Background: an optimization exercise with open tools, aiming at small area and few clock cycles per item. Do not read the settings as production practice. The RTL was checked by simulation tests, not by an equivalence proof against the original design.

`design/flow/design.v`:
```
`default_nettype none
package pav_pkg;
    localparam int WINDOW       = 10;
    localparam int SAMPLE_W     = 10;
    localparam int ADC_FULL     = 1023;
    localparam int SPEED_SPAN   = 198;
    localparam int SPEED_OFFSET = 99;
    localparam int ANGLE_SPAN   = 180;
    localparam int ANGLE_OFFSET = 90;
    localparam int MOTOR_MUL    = 1999;
    localparam int MOTOR_DIV    = 100;
    localparam int SERVO_STEP   = 4500 / ANGLE_SPAN;
    localparam int SERVO_BASE   = 1500;
    localparam int DIVISOR = WINDOW * ADC_FULL;
    localparam int SUM_W   = $clog2(DIVISOR + 1);
    localparam int    SCALE_SHIFT = 2 * SUM_W;
    localparam longint SPEED_RECIP =
        ((longint'(1) << SCALE_SHIFT) * SPEED_SPAN + DIVISOR - 1) / DIVISOR;
    localparam longint ANGLE_RECIP =
        ((longint'(1) << SCALE_SHIFT) * ANGLE_SPAN + DIVISOR - 1) / DIVISOR;
    localparam int RECIP_W = $clog2(SPEED_RECIP + 1);
    localparam int PROD_W  = SUM_W + RECIP_W;
    localparam int SMAG_W  = 7;
    localparam int MOTOR_W = 11;
    localparam int SERVO_W = 13;
    typedef struct packed {
        logic [SAMPLE_W-1:0] speed_sample;
        logic [SAMPLE_W-1:0] angle_sample;
    } t_in_item;
    typedef struct packed {
        logic signed [7:0]   speed_setting;
        logic [SMAG_W-1:0]   speed_magnitude;
        logic signed [7:0]   angle_setting;
        logic [7:0]          angle_magnitude;
        logic                bridge_in1;
        logic                bridge_in2;
        logic [MOTOR_W-1:0]  motor_pulse;
        logic [SERVO_W-1:0]  servo_pulse;
    } t_out_item;
    typedef struct packed {
        logic [SUM_W-1:0] speed_sum;
        logic [SUM_W-1:0] angle_sum;
    } t_sums;
    typedef logic [(1<<SMAG_W)*MOTOR_W-1:0] t_motor_lut;
    function automatic logic [(1<<SMAG_W)*MOTOR_W-1:0] build_motor_lut();
        for (int i = 0; i < (1 << SMAG_W); i++) begin
            build_motor_lut[i*MOTOR_W +: MOTOR_W] = MOTOR_W'((i * MOTOR_MUL) / MOTOR_DIV);
        end
    endfunction
    localparam t_motor_lut MOTOR_LUT = build_motor_lut();
endpackage
`default_nettype wire
`default_nettype none
module pav_cell (
    input  wire                 i_clk,
    input  wire                 i_rst_n,
    input  wire                 i_shift,
    input  pav_pkg::t_in_item   i_pair,
    output pav_pkg::t_in_item   o_pair
);
    pav_pkg::t_in_item r_pair;
    always_ff @(posedge i_clk) begin
        if (!i_rst_n) begin
            r_pair <= '0;
        end else if (i_shift) begin
            r_pair <= i_pair;
        end
    end
    assign o_pair = r_pair;
endmodule
`default_nettype wire
`default_nettype none
module pav_window (
    input  wire                 i_clk,
    input  wire                 i_rst_n,
    input  wire                 i_in_valid,
    output logic                o_in_stall,
    input  pav_pkg::t_in_item   i_in_item,
    output logic                o_valid,
    input  wire                 i_ready,
    output pav_pkg::t_sums      o_sums
);
    localparam int ITEM_W = 2 * pav_pkg::SAMPLE_W;
    logic [(pav_pkg::WINDOW+1)*ITEM_W-1:0] chain;
    pav_pkg::t_in_item leaving;
    logic     accept;
    logic     r_valid;
    pav_pkg::t_sums    r_sums;
    pav_pkg::t_sums    n_sums;
    assign o_in_stall = r_valid && !i_ready;
    assign accept     = i_in_valid && !o_in_stall;
    assign chain[0 +: ITEM_W] = i_in_item;
    for (genvar g = 0; g < pav_pkg::WINDOW; g++) begin : g_cell
        pav_cell u_cell (
            .i_clk   (i_clk),
            .i_rst_n (i_rst_n),
            .i_shift (accept),
            .i_pair  (chain[g*ITEM_W +: ITEM_W]),
            .o_pair  (chain[(g+1)*ITEM_W +: ITEM_W])
        );
    end
    assign leaving = chain[pav_pkg::WINDOW*ITEM_W +: ITEM_W];
    always_comb begin
        n_sums.speed_sum = r_sums.speed_sum - pav_pkg::SUM_W'(leaving.speed_sample)
                         + pav_pkg::SUM_W'(i_in_item.speed_sample);
        n_sums.angle_sum = r_sums.angle_sum - pav_pkg::SUM_W'(leaving.angle_sample)
                         + pav_pkg::SUM_W'(i_in_item.angle_sample);
    end
    always_ff @(posedge i_clk) begin
        if (!i_rst_n) begin
            r_valid <= 1'b0;
            r_sums  <= '0;
        end else begin
            if (accept) begin
                r_valid <= 1'b1;
                r_sums  <= n_sums;
            end else if (i_ready) begin
                r_valid <= 1'b0;
            end
        end
    end
    assign o_valid = r_valid;
    assign o_sums  = r_sums;
endmodule
`default_nettype wire
`default_nettype none
module pav_setpoint (
    input  wire                 i_clk,
    input  wire                 i_rst_n,
    input  wire                 i_valid,
    output logic                o_ready,
    input  pav_pkg::t_sums      i_sums,
    output logic                o_out_valid,
    input  wire                 i_out_stall,
    output pav_pkg::t_out_item  o_out_item
);
    logic [pav_pkg::PROD_W-1:0] speed_prod;
    logic [pav_pkg::PROD_W-1:0] angle_prod;
    logic              r_q_valid;
    logic [7:0]        r_speed_q;
    logic [7:0]        r_angle_q;
    logic              out_ready;
    logic              q_ready;
    logic [8:0]        speed_wide;
    logic [pav_pkg::SMAG_W-1:0] smag;
    pav_pkg::t_out_item         n_item;
    pav_pkg::t_out_item         r_item;
    logic              r_out_valid;
    assign out_ready = !r_out_valid || !i_out_stall;
    assign q_ready   = !r_q_valid || out_ready;
    assign o_ready   = q_ready;
    assign speed_prod = pav_pkg::PROD_W'(i_sums.speed_sum) * pav_pkg::PROD_W'(pav_pkg::SPEED_RECIP);
    assign angle_prod = pav_pkg::PROD_W'(i_sums.angle_sum) * pav_pkg::PROD_W'(pav_pkg::ANGLE_RECIP);
    always_ff @(posedge i_clk) begin
        if (!i_rst_n) begin
            r_q_valid <= 1'b0;
        end else if (q_ready) begin
            r_q_valid <= i_valid;
        end
    end
    always_ff @(posedge i_clk) begin
        if (q_ready && i_valid) begin
            r_speed_q <= speed_prod[pav_pkg::SCALE_SHIFT+7:pav_pkg::SCALE_SHIFT];
            r_angle_q <= angle_prod[pav_pkg::SCALE_SHIFT+7:pav_pkg::SCALE_SHIFT];
        end
    end
    always_comb begin
        speed_wide = {1'b0, r_speed_q} - 9'(pav_pkg::SPEED_OFFSET);
        if (r_speed_q >= 8'(pav_pkg::SPEED_OFFSET)) begin
            smag = pav_pkg::SMAG_W'(r_speed_q - 8'(pav_pkg::SPEED_OFFSET));
        end else begin
            smag = pav_pkg::SMAG_W'(8'(pav_pkg::SPEED_OFFSET) - r_speed_q);
        end
        n_item.speed_setting   = signed'(speed_wide[7:0]);
        n_item.speed_magnitude = smag;
        n_item.angle_setting   = signed'(r_angle_q - 8'(pav_pkg::ANGLE_OFFSET));
        n_item.angle_magnitude = r_angle_q;
        n_item.bridge_in1      = r_speed_q > 8'(pav_pkg::SPEED_OFFSET);
        n_item.bridge_in2      = r_speed_q < 8'(pav_pkg::SPEED_OFFSET);
        n_item.motor_pulse     = pav_pkg::MOTOR_LUT[smag*pav_pkg::MOTOR_W +: pav_pkg::MOTOR_W];
        n_item.servo_pulse     = pav_pkg::SERVO_W'(r_angle_q) * pav_pkg::SERVO_W'(pav_pkg::SERVO_STEP)
                               + pav_pkg::SERVO_W'(pav_pkg::SERVO_BASE);
    end
    always_ff @(posedge i_clk) begin
        if (!i_rst_n) begin
            r_out_valid <= 1'b0;
        end else if (out_ready) begin
            r_out_valid <= r_q_valid;
        end
    end
    always_ff @(posedge i_clk) begin
        if (out_ready && r_q_valid) begin
            r_item <= n_item;
        end
    end
    assign o_out_valid = r_out_valid;
    assign o_out_item  = r_item;
endmodule
`default_nettype wire
`default_nettype none
module pot_average_motor_servo_setpoint (
    input  wire         i_clk,
    input  wire         i_rst_n,
    input  wire         i_in_valid,
    output logic        o_in_stall,
    input  wire  [19:0] i_in_item,
    output logic        o_out_valid,
    input  wire         i_out_stall,
    output logic [56:0] o_out_item
);
    logic               sums_valid;
    logic               sums_ready;
    pav_pkg::t_sums     sums;
    pav_pkg::t_in_item  in_item;
    pav_pkg::t_out_item out_item;
    assign in_item    = i_in_item;
    assign o_out_item = out_item;
    pav_window u_window (
        .i_clk      (i_clk),
        .i_rst_n    (i_rst_n),
        .i_in_valid (i_in_valid),
        .o_in_stall (o_in_stall),
        .i_in_item  (in_item),
        .o_valid    (sums_valid),
        .i_ready    (sums_ready),
        .o_sums     (sums)
    );
    pav_setpoint u_setpoint (
        .i_clk       (i_clk),
        .i_rst_n     (i_rst_n),
        .i_valid     (sums_valid),
        .o_ready     (sums_ready),
        .i_sums      (sums),
        .o_out_valid (o_out_valid),
        .i_out_stall (i_out_stall),
        .o_out_item  (out_item)
    );
endmodule
`default_nettype wire
```
`design/flow/run.sh`:
```
#!/bin/bash
# synth_recipe.tcl (not shown) runs the flow's synth.tcl, then flattens the netlist and writes it again
# the make line also repeats each setting of config.mk as NAME=value (left out here)
make -C /OpenROAD-flow-scripts/flow DESIGN_CONFIG=/design/flow/config.mk WORK_HOME=/design/flow/orfs CLKGATE_MAP_FILE= SYNTH_SCRIPT=/design/flow/synth_recipe.tcl finish
```
`design/flow/config.mk`:
```
export PLATFORM = sky130hd
export DESIGN_NAME = pot_average_motor_servo_setpoint
export DESIGN_NICKNAME = pot_average_motor_servo_setpoint
export VERILOG_FILES = /design/flow/design.v
export SDC_FILE = /design/flow/constraint.sdc
export NUM_CORES = 4
export LEC_CHECK = 0
export CAP_MARGIN = 20
export CORE_MARGIN = 2
export CORE_UTILIZATION = 40
export SLEW_MARGIN = 20
```
`design/flow/constraint.sdc`:
```
create_clock -name core_clock -period 10.0 [get_ports {i_clk}]
set_input_delay 2.0000 -clock core_clock [delete_from_list [all_inputs] [get_ports {i_clk}]]
set_output_delay 2.0000 -clock core_clock [all_outputs]
set_load 0.01 [all_outputs]
```
==> summary.txt, run 1 <==
* Status: no timing/DRC/antenna violations
* Vias in the first global route at 14500
* Syn-to-layout area delta at 12.3%
* Final period utilization at 0.593
* Cells after Synth at 2243
* Wire per inst at 13.8 um
* Half-perimeter wire length after placement at 30700 um
* EDFF count, synth at 70
* Slowest-stage cell, CP: fa_1
* Commonest cells post-synth: 468 x nand2_1, 320 x inv_1, 315 x ha_1, 231 x dfxtp_1, 214 x a21boi_0
* Worst-path fanout max at 9
* CTS resizes at 0
* Hold Vio Cnt, Final at 0
* Register area at 6730 um^2
* Max Fclk at 169 MHz
* H-tree depth at 2
* Synth async-reset ratio at 0
* Core box area at 51300 um^2
* Largest net degree at the start of global routing at 128
* Slew Limit Fails at 0
* Hold Path End: u_window.g_cell[5].u_cell.r_pair[9]$_SDFFE_PN0P_
* Total grt overflow at 0
* Tightest Pin Transition at 1.05 ns
* Setup Viol. Count Final at 0
* ANT cells at 0
* Die area at 53600 um^2
* Reg2reg end: u_setpoint.r_speed_q[7]$_DFFE_PP_
* Cell variety after synth at 68
* Fill count at 4949
* # DRC at 0
* Placed Instances at 2925
* Rel. slew slack at 0.297
* Worst R2R Setup Slack at 4.07 ns
* Clk sink count at 301
* Postcts setup bufs at 0
* Rows at 83
* CP Depth at 19
* RR Startpoint: u_window.r_sums[20]$_SDFFE_PN0P_
* Top Family by Delay on Critical Path: adder cells
* Hold WC Path Type: reg2reg
* I/O Buffers at 82
* Worst hold path startpoint: u_window.g_cell[4].u_cell.r_pair[9]$_SDFFE_PN0P_
* Layout cells sized above 1 at 0.0355
* Die Span Y at 232 um
* Clock slew at reported path FFs at 0.06 ns
* Max-cap violations at 0
* Number of buffers created by CTS at 35
* Antenna-violating nets left at 0
* WP data arrival at 6.21 ns
* Initial Util at 0.404
* # hold bufs at CTS at 0
* Prevailing post-synth register cell: dfxtp_1
* Dpl cell area at 22100 um^2
* Die width at 232 um
* Cell chain of the critical path: inv_1, fa_1, inv_1, ha_1, fa_1, inv_1, fa_1, fa_1, inv_1, ha_1, ha_1, a211oi_1, nand2_1, a2111oi_2, nor3_1, o31a_1, a41o_1, a21oi_1, xnor2_1
* WHS Path Cells at 2
* Tmin final at 5.93 ns
* Leading area contributor after synthesis: dfxtp_1
* Synthesis-stage register bit count at 301
* Area of the multi-input gates at 12400 um^2
* Seq/Total Area, Yosys at 0.325
* Final wirelength at 41100 um
* IO Pins at 83
* Synthesized cell area at 20700 um^2
* Iter 0 DRT Violations at 720
* DR vias/cell at 4.84
* Grt met1 use at 0.213
* Skew-Pair Late Insertion Delay at 0.55 ns
* Final setup TNS at 0 ns
* GR Util All Layers at 0.159
* Kind of critical path: reg2reg
* RePlAce Congestion at 0.872
* RSZ-0062 raised after global routing: no
* Final Instance Area at 23300 um^2
* R2R cell count at 19
* Vias at 14500
* Initial antenna violation count at 0
* Worst EP required at 10.28 ns
* Largest cells by area after synthesis: dfxtp_1 22%, ha_1 19%, fa_1 12%
* Met3 GRT Util at 0.0250
* M2 GR Usage at 0.265
* Count leader, synth: nand2_1
* Share of the synthesized area in the top cell type at 0.223
* Crit. End Element: flop
* Syn Area/Cell at 9.24 um^2
* GR peak layer: met2
* Startpoint types: flop
* CP bufs+invs at 4
* TritonRoute pass-1 iters at 5
* Root buf cell: clkbuf_16
* NumNets Final at 2742
* Longest Clk Path Bufs at 3
* Clk_skew at 0.0277 ns
* Non-Filler Instances at 2988
* First-pass GRT wire length at 70200 um
* Slowest stage delay, CP at 0.55 ns
* Yosys Warn Count at 3
* Syn nets at 2703
* CTS tree: done
## worst max path at each step
| stage | slack [ns] | endpoint | startpoint |
|---|---|---|---|
| 2_1_floorplan | 3.50 | u_setpoint.r_item[10]$_DFFE_PP_ | i_out_stall |
| 3_3_place_gp | 4.10 | u_setpoint.r_speed_q[7]$_DFFE_PP_ | u_window.r_sums[26]$_SDFFE_PN0P_ |
| 3_5_place_dp | 4.01 | u_setpoint.r_speed_q[7]$_DFFE_PP_ | u_window.r_sums[20]$_SDFFE_PN0P_ |
| 4_1_cts | 3.98 | u_setpoint.r_speed_q[7]$_DFFE_PP_ | u_window.r_sums[20]$_SDFFE_PN0P_ |
| 5_1_grt | 3.64 | u_setpoint.r_speed_q[7]$_DFFE_PP_ | u_window.r_sums[20]$_SDFFE_PN0P_ |
| 6_report | 4.07 | u_setpoint.r_speed_q[7]$_DFFE_PP_ | u_window.r_sums[20]$_SDFFE_PN0P_ |
## cell families after synthesis
kind of cell / synth area share
AO/OA/AOI/OAI: 0.138
XOR/XNOR: 0.0245
adder cells (fa/ha/maj): 0.307
buffers and inverters: 0.0763
flip-flops: 0.325
multiplexers: 0.00205
AND/OR/NAND/NOR: 0.127
## tightest hold or removal path: stages (launching register included)
cell and delay [ns]:
dfxtp_1 0.31, nand2_1 0.05, a21boi_0 0.06
## stage by stage
step	util	setup slack (ns)	hold WS (ns)
4_1_cts	0.453	3.98	0.456
6_report	0.453	4.07	0.456
3_3_place_gp	0.431	4.10	0.448
5_1_grt	0.453	3.64	0.475
3_5_place_dp	0.431	4.01	0.457
2_1_floorplan	-	3.50	0.441
## cell type report
class                   instances  area share
clock buffers                  51      0.0428
clock inverters                12     0.00662
inverters                     324      0.0524
multi-input cells            1530       0.534
flip-flops and latches        301       0.289
well taps                     680      0.0366
repair buffers                 90      0.0379
## per-layer routing
metal	share of wire	vias up
li1	-	7427
met1	0.49	6811
met2	0.46	182
met3	0.034	51
met4	0.019	0
met5	0	-
## state kept, by name (all words and copies together) (netlist names)
register and count:
u_window.r_valid 1, u_setpoint.r_q_valid 1, u_setpoint.r_angle_q 8, u_window.g_cell.u_cell.r_pair 200
u_setpoint.r_speed_q 8, u_setpoint.r_out_valid 1, u_window.r_sums 28, u_setpoint.r_item 54
## layout by cell type (no fill, tap or decap), drive strengths merged, types with 12 or more instances in the layout
master and instances:
dfxtp 231, a21o 15, nand3 18, nor2b 13
clkbuf 51, xor2 15, or3 12, fa 121
xnor2 43, a21boi 214, nor2 41, inv 324
nand2 469, clkdlybuf4s50 81, o21ai 53, and2 19
nor3 20, a21oi 43, ha 315, edfxtp 70
Testbench counts, summed over its fixed seeds: cycles 16,032, items 16,000.
==> run 2: changes to the inputs <==
==> design/flow/design.v (replaced) <==
`default_nettype none
module pot_average_motor_servo_setpoint (
    input  wire         i_clk,
    input  wire         i_rst_n,
    input  wire         i_in_valid,
    output logic        o_in_stall,
    input  wire  [19:0] i_in_item,
    output logic        o_out_valid,
    input  wire         i_out_stall,
    output logic [56:0] o_out_item
);
    localparam int WINDOW = 10;
    logic [19:0] r_cell [WINDOW];
    logic [3:0]  r_fill;
    logic        r_full;
    logic [13:0] r_ssum, r_asum;
    logic        r_valid;
    logic        accept;
    logic [9:0]  old_s, old_a;
    assign o_in_stall  = r_valid && i_out_stall;
    assign accept      = i_in_valid && !o_in_stall;
    assign o_out_valid = r_valid;
    always_ff @(posedge i_clk) begin
        if (accept) begin
            r_cell[0] <= i_in_item;
            for (int i = 1; i < WINDOW; i++) r_cell[i] <= r_cell[i-1];
        end
    end
    assign r_full = (r_fill == 4'(WINDOW));
    assign old_s  = r_full ? r_cell[WINDOW-1][19:10] : 10'd0;
    assign old_a  = r_full ? r_cell[WINDOW-1][9:0]   : 10'd0;
    always_ff @(posedge i_clk) begin
        if (!i_rst_n) begin
            r_fill  <= '0;
            r_ssum  <= '0;
            r_asum  <= '0;
            r_valid <= 1'b0;
        end else begin
            r_valid <= accept || (r_valid && i_out_stall);
            if (accept) begin
                if (!r_full) r_fill <= r_fill + 4'd1;
                r_ssum <= r_ssum + 14'(i_in_item[19:10]) - 14'(old_s);
                r_asum <= r_asum + 14'(i_in_item[9:0]) - 14'(old_a);
            end
        end
    end
    logic [7:0]  qs, qa;
    logic [35:0] ps, pa;
    assign ps = 36'(r_ssum) * 36'd40591;
    assign pa = 36'(r_asum) * 36'd9225 + 36'd128;
    assign qs = ps[28:21];
    assign qa = pa[26:19];
    logic [7:0]  speed;
    logic [6:0]  smag;
    assign speed = qs - 8'd99;
    assign smag  = speed[7] ? 7'(-speed) : speed[6:0];
    assign o_out_item[56:49] = speed;
    assign o_out_item[48:42] = smag;
    assign o_out_item[41:34] = qa - 8'd90;
    assign o_out_item[33:26] = qa;
    assign o_out_item[25]    = !speed[7] && (speed != 8'd0);
    assign o_out_item[24]    = speed[7];
    assign o_out_item[23:13] = 11'(smag * 11'd20) - 11'(smag != 7'd0);
    assign o_out_item[12:0]  = 13'(qa) * 13'd25 + 13'd1500;
endmodule
`default_nettype wire
==> run 2 against run 1 <==
Against the previous run: now fails the layout checks on setup timing; highest routed layer unchanged; first-iteration DRC count shrank 39%; wire length down 21%.
==> summary.txt, run 2 <==
* Fill count at 3656 (was 4949)
* Share of the synthesized area in the top cell type at 0.361 (was 0.223)
* Syn Area/Cell at 11.7 um^2 (was 9.24 um^2)
* Rows at 74 (was 83)
* Layout Check Fails: setup timing
* Vias in the first global route at 10800 (was 14500)
* Wire per inst at 14.5 um (was 13.8 um)
* Syn-to-layout area delta at 25.2% (was 12.3%)
* Prevailing post-synth register cell: edfxtp_1 (was dfxtp_1)
* Number of buffers created by CTS at 25 (was 35)
* Tightest Pin Transition at 1.04 ns (was 1.05 ns)
* First-pass GRT wire length at 52500 um (was 70200 um)
* RR Startpoint: r_fill[0]$_SDFFE_PN0P_ (was u_window.r_sums[20]$_SDFFE_PN0P_)
* Max-cap violations at 0 (unchanged)
* Layout cells sized above 1 at 0.215 (was 0.0355)
* Vias at 10800 (was 14500)
* Most common cell after layout, fill and taps aside: ha_1 (was nand2_1)
* Largest cells by area after synthesis: edfxtp_1 36%, ha_1 21%, fa_1 12% (was dfxtp_1 22%, ha_1 19%, fa_1 12%)
* Antenna-violating nets left at 0 (unchanged)
* Worst EP required at 8.00 ns (was 10.28 ns)
* I/O Buffers at 82 (unchanged)
* Clk_skew at 0.0253 ns (was 0.0277 ns)
* Yosys Warn Count at 2 (was 3)
* Tmin final at 10.35 ns (was 5.93 ns)
* Core box area at 40900 um^2 (was 51300 um^2)
* Synthesis-stage register bit count at 233 (was 301)
* Setup Viol. Count Final at 2 (was 0)
* Final period utilization at 1.03 (was 0.593)
* RSZ-0062 raised after global routing: yes (was no)
* CTS tree: done (unchanged)
* # DRC at 0 (unchanged)
* Top Family by Delay on Critical Path: adder cells (unchanged)
* DR vias/cell at 4.83 (was 4.84)
* WP data arrival at 8.35 ns (was 6.21 ns)
* Skew-Pair Late Insertion Delay at 0.54 ns (was 0.55 ns)
* Synthesized cell area at 16600 um^2 (was 20700 um^2)
* Slowest-stage cell, CP: fa_1 (unchanged)
* Crit path from: r_ssum[13]$_SDFFE_PN0P_ (was u_window.r_sums[20]$_SDFFE_PN0P_)
* Iter 0 DRT Violations at 440 (was 720)
* Leading area contributor after synthesis: edfxtp_1 (was dfxtp_1)
* Count leader, synth: ha_1 (was nand2_1)
* IO Pins at 83 (unchanged)
* TritonRoute pass-1 iters at 4 (was 5)
* Largest net degree at the start of global routing at 147 (was 128)
* Clk sink count at 233 (was 301)
* Cell variety after synth at 79 (was 68)
* Initial antenna violation count at 0 (unchanged)
* Worst setup margin at -0.345 ns (was 4.07 ns)
* Cells after Synth at 1419 (was 2243)
* CP bufs+invs at 11 (was 4)
* Clock slew at reported path FFs at 0.06 ns (about the same)
* Hold WC Path Type: reg2reg (unchanged)
* Commonest cells after routing, fill and taps aside: 263 x ha_1, 257 x inv_1, 200 x edfxtp_1, 174 x buf_4, 91 x fa_1 (was 467 x nand2_1, 320 x inv_1, 315 x ha_1, 231 x dfxtp_1, 213 x a21boi_0)
* Initial Util at 0.406 (was 0.404)
* H-tree depth at 1 (was 2)
* Seq/Total Area, Yosys at 0.401 (was 0.325)
* Slowest stage delay, CP at 0.56 ns (was 0.55 ns)
* Hold Vio Cnt, Final at 0 (unchanged)
* R2R cell count at 18 (was 19)
* Final Instance Area at 20800 um^2 (was 23300 um^2)
* Max FFs per register at 200 (unchanged)
* CP Depth at 36 (was 19)
* Crit path to: o_out_item[22] (was u_setpoint.r_speed_q[7]$_DFFE_PP_)
* NumNets Final at 2085 (was 2742)
* Die area at 43200 um^2 (was 53600 um^2)
* Synth async-reset ratio at 0 (unchanged)
* Longest Clk Path Bufs at 3 (unchanged)
* Startpoint types: flop (unchanged)
* ANT cells at 0 (unchanged)
* Max Fclk at 96.7 MHz (was 169 MHz)
* CP dominant cell by count: inv_2
* GR Util All Layers at 0.147 (was 0.159)
* Root buf cell: clkbuf_16 (unchanged)
* Reg2reg end: r_ssum[13]$_SDFFE_PN0P_ (was u_setpoint.r_speed_q[7]$_DFFE_PP_)
* EDFF count, synth at 200 (was 70)
* Syn nets at 1822 (was 2703)
* RePlAce Congestion at 0.831 (was 0.872)
* Status: finished with violations (was no timing/DRC/antenna violations)
* Dpl cell area at 19100 um^2 (was 22100 um^2)
* Kind of critical path: reg2out (was reg2reg)
* Die Span Y at 208 um (was 232 um)
* Non-Filler Instances at 2231 (was 2988)
* Commonest cells post-synth: 280 x ha_1, 272 x inv_1, 200 x edfxtp_1, 99 x fa_1, 73 x nand2_1 (was 468 x nand2_1, 320 x inv_1, 315 x ha_1, 231 x dfxtp_1, 214 x a21boi_0)
* Worst-path fanout max at 4 (was 9)
* Crit. End Element: output port (was flop)
* Top Registers: r_cell x200, r_asum x14, r_ssum x14 (was u_window.g_cell.u_cell.r_pair x200, u_setpoint.r_item x54, u_window.r_sums x28)
* Half-perimeter wire length after placement at 25000 um (was 30700 um)
* Worst R2R Setup Slack at 5.32 ns (was 4.07 ns)
* Rel. slew slack at 0.303 (was 0.297)
* Most flop-heavy register: r_cell (was u_window.g_cell.u_cell.r_pair)
* Final wirelength at 32300 um (was 41100 um)
* Total grt overflow at 0 (unchanged)
* Placed Instances at 2149 (was 2925)
* Die width at 208 um (was 232 um)
* Slew Limit Fails at 0 (unchanged)
* # hold bufs at CTS at 0 (unchanged)
==> run 2: cell types whose count changed in the layout (fill, tap and decap cells not counted), sizes merged, moves of 9 or more <==
cell / previous run / this run
a21boi: 214 / 6
a21oi: 43 / 62
and2: 19 / 28
buf: 9 / 188
clkbuf: 51 / 34
clkdlybuf4s50: 81 / 72
dfxtp: 231 / 33
edfxtp: 70 / 200
fa: 121 / 99
ha: 315 / 280
inv: 324 / 278
nand2: 469 / 74
o21ai: 53 / 31
==> run 2: worst register-to-register path, stage by stage, from the launching register on <==
cell and delay (ns):
dfxtp_1 0.40, inv_1 0.08, ha_1 0.19, and3b_1 0.41, and2_1 0.30, fa_1 0.53
inv_1 0.06, ha_1 0.28, a21o_1 0.16, a21oi_1 0.21, o21ai_0 0.13, a21oi_1 0.22
o21ai_0 0.14, a21oi_1 0.24, o21ai_0 0.15, a2111o_1 0.47, a41oi_1 0.35, nand4_1 0.13
o311ai_0 0.14
==> run 2: worst min-delay path by stage <==
stage | start | endpoint | slack [ns] | cells after the start
after CTS | r_cell[8][14]$_DFFE_PP_ | r_cell[9][14]$_DFFE_PP_ | 0.42 | 0
after detailed placement | r_cell[0][8]$_DFFE_PP_ | r_cell[1][8]$_DFFE_PP_ | 0.40 | 0
after floorplan | r_cell[0][0]$_DFFE_PP_ | r_cell[1][0]$_DFFE_PP_ | 0.40 | 0
after global routing | r_cell[4][6]$_DFFE_PP_ | r_cell[5][6]$_DFFE_PP_ | 0.42 | 0
after global placement | r_cell[6][8]$_DFFE_PP_ | r_cell[7][8]$_DFFE_PP_ | 0.40 | 0
final | r_cell[2][12]$_DFFE_PP_ | r_cell[3][12]$_DFFE_PP_ | 0.42 | 0
==> run 2: layer usage <==
| metal | share of wire | GRT usage |
|---|---|---|
| met1 | 0.46 | 0.195 |
| met2 | 0.49 | 0.253 |
| met3 | 0.021 | 0.0166 |
| met4 | 0.029 | 0.0426 |
| met5 | 0 | 0 |
==> run 2: layout make-up <==
class | count | area, um^2 | share of cell area
timing repair buffer | 266 | 2210 | 0.106
sequential | 233 | 6690 | 0.321
clock buffer | 30 | 674 | 0.0324
inverter | 275 | 1050 | 0.0503
tap | 532 | 666 | 0.0320
clock inverter | 14 | 154 | 0.00740
multi-input combinational | 881 | 9370 | 0.450
==> run 2: repair_timing <==
| action | CTS | global route |
|---|---|---|
| pin swaps | 34 | 45 |
| resized for setup | 77 | 76 |
| setup endpoints to repair | 11 | 14 |
| buffers inserted | 33 | 10 |
==> run 2: per-stage QoR <==
step / worst slack (ns) / utilization / setup TNS [ns] / hold slack, ns
finish: -0.345 / 0.508 / -0.653 / 0.415
detailed placement: -0.577 / 0.467 / -1.24 / 0.405
floorplan: 0.0101 / - / 0 / 0.400
global placement: -0.491 / 0.467 / -1.06 / 0.401
CTS: -0.361 / 0.501 / -0.715 / 0.415
global route: -0.747 / 0.508 / -2.33 / 0.422
==> run 2: cell families (layout without fill, tap and decap cells) <==
kind of cell,after synthesis,after routing,synth area share
AOI/OAI and AO/OA,196,196,0.0814
xor gates and xnor gates,69,69,0.0392
adders and majority gates,379,379,0.330
buffers and inverters,305,585,0.0724
DFF,233,233,0.401
muxes,9,9,0.00587
and+or+nand+nor,228,228,0.0701
Testbench counts of run 2, summed over its fixed seeds: cycles 16,016, items 16,000.

==> static timing again, ports no longer ideal <==
How much do the figures lean on ideal ports? The routed layouts below were timed once more, with nothing changed but the port constraints. Step 1 (the two cells are an assumption about what drives the block):
set clk [get_ports {i_clk}]
set_driving_cell -lib_cell sky130_fd_sc_hd__clkbuf_16 $clk
set_driving_cell -lib_cell sky130_fd_sc_hd__buf_2 [delete_from_list [all_inputs] $clk]
Step 2 moves the port delays by t, midway between the first and last clock arrival at a register: inputs arrive t later, outputs are due t later. That takes back most of the time a late clock gives input paths. Three values: ideal, step 1, step 2; two values: the first two.
run	t, ns	slack for setup (ns)	worst hold slack (ns)	worst register clock-pin slew, ns	pins driven straight from the clock port
run 1	0.589	4.066 / 4.066 / 4.066	0.456 / 0.456 / 0.456	0.06 / 0.06	1
run 2	0.577	-0.345 / -0.395 / 0.182	0.415 / 0.415 / 0.415	0.06 / 0.06	1
